Source: an optimization exercise on an open RTL-to-GDS flow (aim: small area and a short achievable clock period). Production flows keep margins and buffers that such runs may drop.
Power figures rest on the tool's default switching activity, not on a simulated workload.

==> module ex_issue, before the edit <==
module ex_issue (
    input  logic        clk,
    input  logic        rst_n,
    input  logic        flush,
    input  logic        in_valid,
    input  logic [6:0]  in_opcode,
    input  logic [4:0]  in_rd,
    input  logic [2:0]  in_funct3,
    input  logic [6:0]  in_funct7,
    input  logic [31:0] in_imm,
    input  logic [31:0] in_pc,
    input  logic [31:0] in_rs1_val,
    input  logic [31:0] in_rs2_val,
    output logic        iss_valid,
    output logic [31:0] iss_a,
    output logic [31:0] iss_b,
    output logic [31:0] iss_pc,
    output logic [4:0]  iss_rd,
    output logic        iss_add,
    output logic        iss_sub,
    output logic        iss_sll,
    output logic        iss_sr,
    output logic        iss_cmp,
    output logic        iss_mod,
    output logic        iss_lx,
    output logic        iss_la,
    output logic        iss_link,
    output logic        iss_br,
    output logic        iss_eq,
    output logic        iss_lt,
    output logic        iss_beq,
    output logic        iss_blt,
    output logic        iss_binv
);
    logic is_op, is_opimm, is_lui, is_auipc, is_br, is_jal, is_jalr, is_alu;
    logic eq, lt;
    logic [2:0] f3;
    logic [6:2] op;
    logic p_alu, p_op, sub, sel_pc, sel_sh, sel_rs1;
    logic [31:0] rs1_rev;
    logic        sh_fill;
    logic [1:0]  shamt;
    logic [31:0] sh_src, sh16, sh8;
    assign f3       = in_funct3;
    assign is_op    = (in_opcode == exec_pkg::OPC_OP);
    assign is_opimm = (in_opcode == exec_pkg::OPC_OP_IMM);
    assign is_lui   = (in_opcode == exec_pkg::OPC_LUI);
    assign is_auipc = (in_opcode == exec_pkg::OPC_AUIPC);
    assign is_br    = (in_opcode == exec_pkg::OPC_BRANCH);
    assign is_jal   = (in_opcode == exec_pkg::OPC_JAL);
    assign is_jalr  = (in_opcode == exec_pkg::OPC_JALR);
    assign is_alu   = is_op | is_opimm;
    assign op      = in_opcode[6:2];
    assign p_alu   = !op[6] & !op[2];
    assign p_op    = p_alu & op[5];
    assign sub     = p_alu & ((!f3[2] & f3[1]) |
                              ((f3 == 3'b000) & op[5] & in_funct7[5]));
    assign sel_pc  = op[6] ? (op[3] | !op[2]) : (!op[5] & op[2]);
    assign sel_sh  = p_alu & (f3[1:0] == 2'b01);
    assign sel_rs1 = (p_alu & (f3[1:0] != 2'b01)) | (op[6] & !op[3] & op[2]);
    always_comb begin
        for (int i = 0; i < 32; i++) begin
            rs1_rev[i] = in_rs1_val[31-i];
        end
    end
    assign shamt   = p_op ? in_rs2_val[4:3] : in_imm[4:3];
    assign sh_fill = f3[2] & in_funct7[5] & in_rs1_val[31];
    assign sh_src  = (f3[2] ? in_rs1_val : rs1_rev);
    assign sh16    = shamt[1] ? {{16{sh_fill}}, sh_src[31:16]} : sh_src;
    assign sh8     = shamt[0] ? {{8{sh_fill}}, sh16[31:8]} : sh16;
    branch_unit i_branch (
        .rs1    (in_rs1_val),
        .rs2    (in_rs2_val),
        .uns    (f3[1]),
        .eq     (eq),
        .lt     (lt)
    );
    always_ff @(posedge clk or negedge rst_n) begin
        if (!rst_n) begin
            iss_valid <= 1'b0;
        end else begin
            iss_valid <= in_valid && !flush;
        end
    end
    always_ff @(posedge clk) begin
        iss_a    <= ({32{sel_pc}} & in_pc) | ({32{sel_sh}} & sh8) |
                    ({32{sel_rs1}} & in_rs1_val);
        iss_b    <= (p_op ? in_rs2_val : in_imm) ^ {32{sub}};
        iss_pc   <= in_pc;
        iss_rd   <= in_rd;
        iss_add  <= (is_alu & (f3 == 3'b000)) | is_lui | is_auipc;
        iss_sub  <= sub;
        iss_sll  <= is_alu & (f3 == 3'b001);
        iss_sr   <= is_alu & (f3 == 3'b101);
        iss_cmp  <= is_alu & (f3[2:1] == 2'b01);
        iss_mod  <= f3[2] ? in_funct7[5] : (f3[1] & f3[0]);
        iss_lx   <= is_alu & f3[2] & !f3[0];
        iss_la   <= is_alu & f3[2] & f3[1];
        iss_link <= is_jal | is_jalr;
        iss_br   <= is_br;
        iss_eq   <= eq;
        iss_lt   <= lt;
        iss_beq  <= is_br & (f3[2:1] == 2'b00);
        iss_blt  <= is_br & f3[2];
        iss_binv <= f3[0];
    end
endmodule
==> module int_alu, before the edit <==
module int_alu (
    input  logic [31:0] a,
    input  logic [31:0] b,
    input  logic [31:0] pc,
    input  logic        op_add,
    input  logic        op_sub,
    input  logic        op_sll,
    input  logic        op_sr,
    input  logic        op_cmp,
    input  logic        op_mod,
    input  logic        op_lx,
    input  logic        op_la,
    input  logic        op_link,
    input  logic        op_br,
    output logic [31:0] rd_val,
    output logic [31:0] jump_pc
);
    logic [31:0] sum;
    logic        cout;
    logic        lt;
    logic [31:0] sh_out;
    logic [31:0] sh_rev;
    logic        fill;
    logic [31:0] link;
    assign {cout, sum} = {1'b0, a} + {1'b0, b} + {32'd0, op_sub};
    assign lt = op_mod ? !cout : ((a[31] ^ !b[31]) ? a[31] : sum[31]);
    assign fill   = op_mod & a[31];
    assign sh_out = 32'($signed({fill, a}) >>> b[2:0]);
    always_comb begin
        for (int i = 0; i < 32; i++) begin
            sh_rev[i] = sh_out[31-i];
        end
    end
    inc30 i_inc (
        .a (pc[31:2]),
        .s (link[31:2])
    );
    assign link[1:0] = pc[1:0];
    assign rd_val = ({32{op_add}} & sum) |
                    ({32{op_sr}} & sh_out) |
                    ({32{op_sll}} & sh_rev) |
                    {31'd0, op_cmp & lt} |
                    ({32{op_lx}} & (a ^ b)) |
                    ({32{op_la}} & (a & b)) |
                    ({32{op_link}} & link);
    assign jump_pc = ({32{op_br}} & sum) |
                     ({32{op_link}} & {sum[31:1], 1'b0});
endmodule
Settings: LEC_CHECK=0, CAP_MARGIN=20, CORE_MARGIN=2, CORE_UTILIZATION=45, SETUP_SLACK_MARGIN=2.8, SLEW_MARGIN=20; clock period 5.0 ns.
standard.sh (not shown) runs the stock make flow with config.mk's settings and CLKGATE_MAP_FILE= SYNTH_SCRIPT=/design/flow/synth_recipe.tcl, a recipe that flattens the netlist after the stock synthesis.
==> flow/flow/run.sh <==
#!/bin/bash
# ORFS's synthesis as synth_recipe.tcl runs it, except that the full/half
# adder extraction is skipped and ABC maps with flow/abc.script; then the
# standard layout with plain buf_1 cells as port buffers.
set -euo pipefail
W=$PWD
{
  cat <<EOT
proc extract_fa {args} {}
proc abc {args} {
  set i [lsearch -exact \$args -script]
  lset args [expr {\$i + 1}] $W/flow/abc.script
  yosys abc {*}\$args
}
EOT
  cat synth_recipe.tcl
} > synth_custom.tcl
bash standard.sh SYNTH_SCRIPT=$W/synth_custom.tcl synth > synth.log 2>&1
CTS_ARGS="-sink_clustering_enable -repair_clock_nets -buf_list sky130_fd_sc_hd__clkbuf_16 -sink_clustering_size 24 -sink_clustering_max_diameter 120 -dont_use_dummy_load" BUFFER_PORTS_ARGS="-buffer_cell sky130_fd_sc_hd__buf_1" bash standard.sh finish > layout.log 2>&1
==> flow/flow/abc.script <==
strash
dch
map -B 0.9
topo
stime -c
buffer -c
upsize -c
dnsize -c
Change:
--- a/flow/design.v
+++ b/flow/design.v
@@ -48,15 +48,12 @@
 );
     logic is_op, is_opimm, is_lui, is_auipc, is_br, is_jal, is_jalr, is_alu;
     logic eq, lt;
     logic [2:0] f3;
     logic [6:2] op;
-    logic p_alu, p_op, sub, sel_pc, sel_sh, sel_rs1;
+    logic p_alu, p_op, sub, sel_pc, sel_rev, sel_rs1;
     logic [31:0] rs1_rev;
-    logic        sh_fill;
-    logic [1:0]  shamt;
-    logic [31:0] sh_src, sh16, sh8;
     assign f3       = in_funct3;
     assign is_op    = (in_opcode == exec_pkg::OPC_OP);
     assign is_opimm = (in_opcode == exec_pkg::OPC_OP_IMM);
     assign is_lui   = (in_opcode == exec_pkg::OPC_LUI);
     assign is_auipc = (in_opcode == exec_pkg::OPC_AUIPC);
@@ -68,22 +65,17 @@
     assign p_alu   = !op[6] & !op[2];
     assign p_op    = p_alu & op[5];
     assign sub     = p_alu & ((!f3[2] & f3[1]) |
                               ((f3 == 3'b000) & op[5] & in_funct7[5]));
     assign sel_pc  = op[6] ? (op[3] | !op[2]) : (!op[5] & op[2]);
-    assign sel_sh  = p_alu & (f3[1:0] == 2'b01);
-    assign sel_rs1 = (p_alu & (f3[1:0] != 2'b01)) | (op[6] & !op[3] & op[2]);
+    assign sel_rev = p_alu & (f3 == 3'b001);
+    assign sel_rs1 = (p_alu & (f3 != 3'b001)) | (op[6] & !op[3] & op[2]);
     always_comb begin
         for (int i = 0; i < 32; i++) begin
             rs1_rev[i] = in_rs1_val[31-i];
         end
     end
-    assign shamt   = p_op ? in_rs2_val[4:3] : in_imm[4:3];
-    assign sh_fill = f3[2] & in_funct7[5] & in_rs1_val[31];
-    assign sh_src  = (f3[2] ? in_rs1_val : rs1_rev);
-    assign sh16    = shamt[1] ? {{16{sh_fill}}, sh_src[31:16]} : sh_src;
-    assign sh8     = shamt[0] ? {{8{sh_fill}}, sh16[31:8]} : sh16;
     branch_unit i_branch (
         .rs1    (in_rs1_val),
         .rs2    (in_rs2_val),
         .uns    (f3[1]),
         .eq     (eq),
@@ -95,11 +87,11 @@
         end else begin
             iss_valid <= in_valid && !flush;
         end
     end
     always_ff @(posedge clk) begin
-        iss_a    <= ({32{sel_pc}} & in_pc) | ({32{sel_sh}} & sh8) |
+        iss_a    <= ({32{sel_pc}} & in_pc) | ({32{sel_rev}} & rs1_rev) |
                     ({32{sel_rs1}} & in_rs1_val);
         iss_b    <= (p_op ? in_rs2_val : in_imm) ^ {32{sub}};
         iss_pc   <= in_pc;
         iss_rd   <= in_rd;
         iss_add  <= (is_alu & (f3 == 3'b000)) | is_lui | is_auipc;
@@ -146,11 +138,11 @@
     logic        fill;
     logic [31:0] link;
     assign {cout, sum} = {1'b0, a} + {1'b0, b} + {32'd0, op_sub};
     assign lt = op_mod ? !cout : ((a[31] ^ !b[31]) ? a[31] : sum[31]);
     assign fill   = op_mod & a[31];
-    assign sh_out = 32'($signed({fill, a}) >>> b[2:0]);
+    assign sh_out = 32'($signed({fill, a}) >>> b[4:0]);
     always_comb begin
         for (int i = 0; i < 32; i++) begin
             sh_rev[i] = sh_out[31-i];
         end
     end
After rerunning: Critical path depth went up by 4; sequential cell count does not change; setup slack is worse by 0.093 ns; clock power is about the same; routed wire length goes up by 6.6%; cell area grows by 0.33%; total power went up by 2.6%.
Function was not checked in any run of this note: the RTL went through the layout flow alone.

[port drivers added, routing unchanged]
Ports are ideal in the flow. The routed layouts listed here were re-timed in OpenROAD. Step 1 sets driving cells, clkbuf_16 on the clock port and buf_2 on the other inputs (assumed; they add their load-dependent delay and slew). Step 2 moves the port delays by t, midway between the first and last clock arrival at a register: inputs arrive t later, outputs are due t later. That takes back most of the time a late clock gives input paths. Three values: ideal ports, drivers, drivers and shift; two values: the first two.
| run | t, ns | setup WS [ns] | hold WS [ns] | worst setup path after step 2 | worst register clock-pin slew, ns |
|---|---|---|---|---|---|
| the first run | 0.526 | 2.847 / 2.847 / 2.383 | 0.286 / 0.257 / 0.356 | input to register | 0.09 / 0.09 |
| the second run | 0.539 | 2.754 / 2.754 / 2.356 | 0.291 / 0.265 / 0.356 | input to register | 0.10 / 0.10 |
After both steps every run listed still meets setup and hold. For the first run, which loses most, drivers alone change the setup slack by 0.000 ns; drivers and shift together by -0.464 ns.
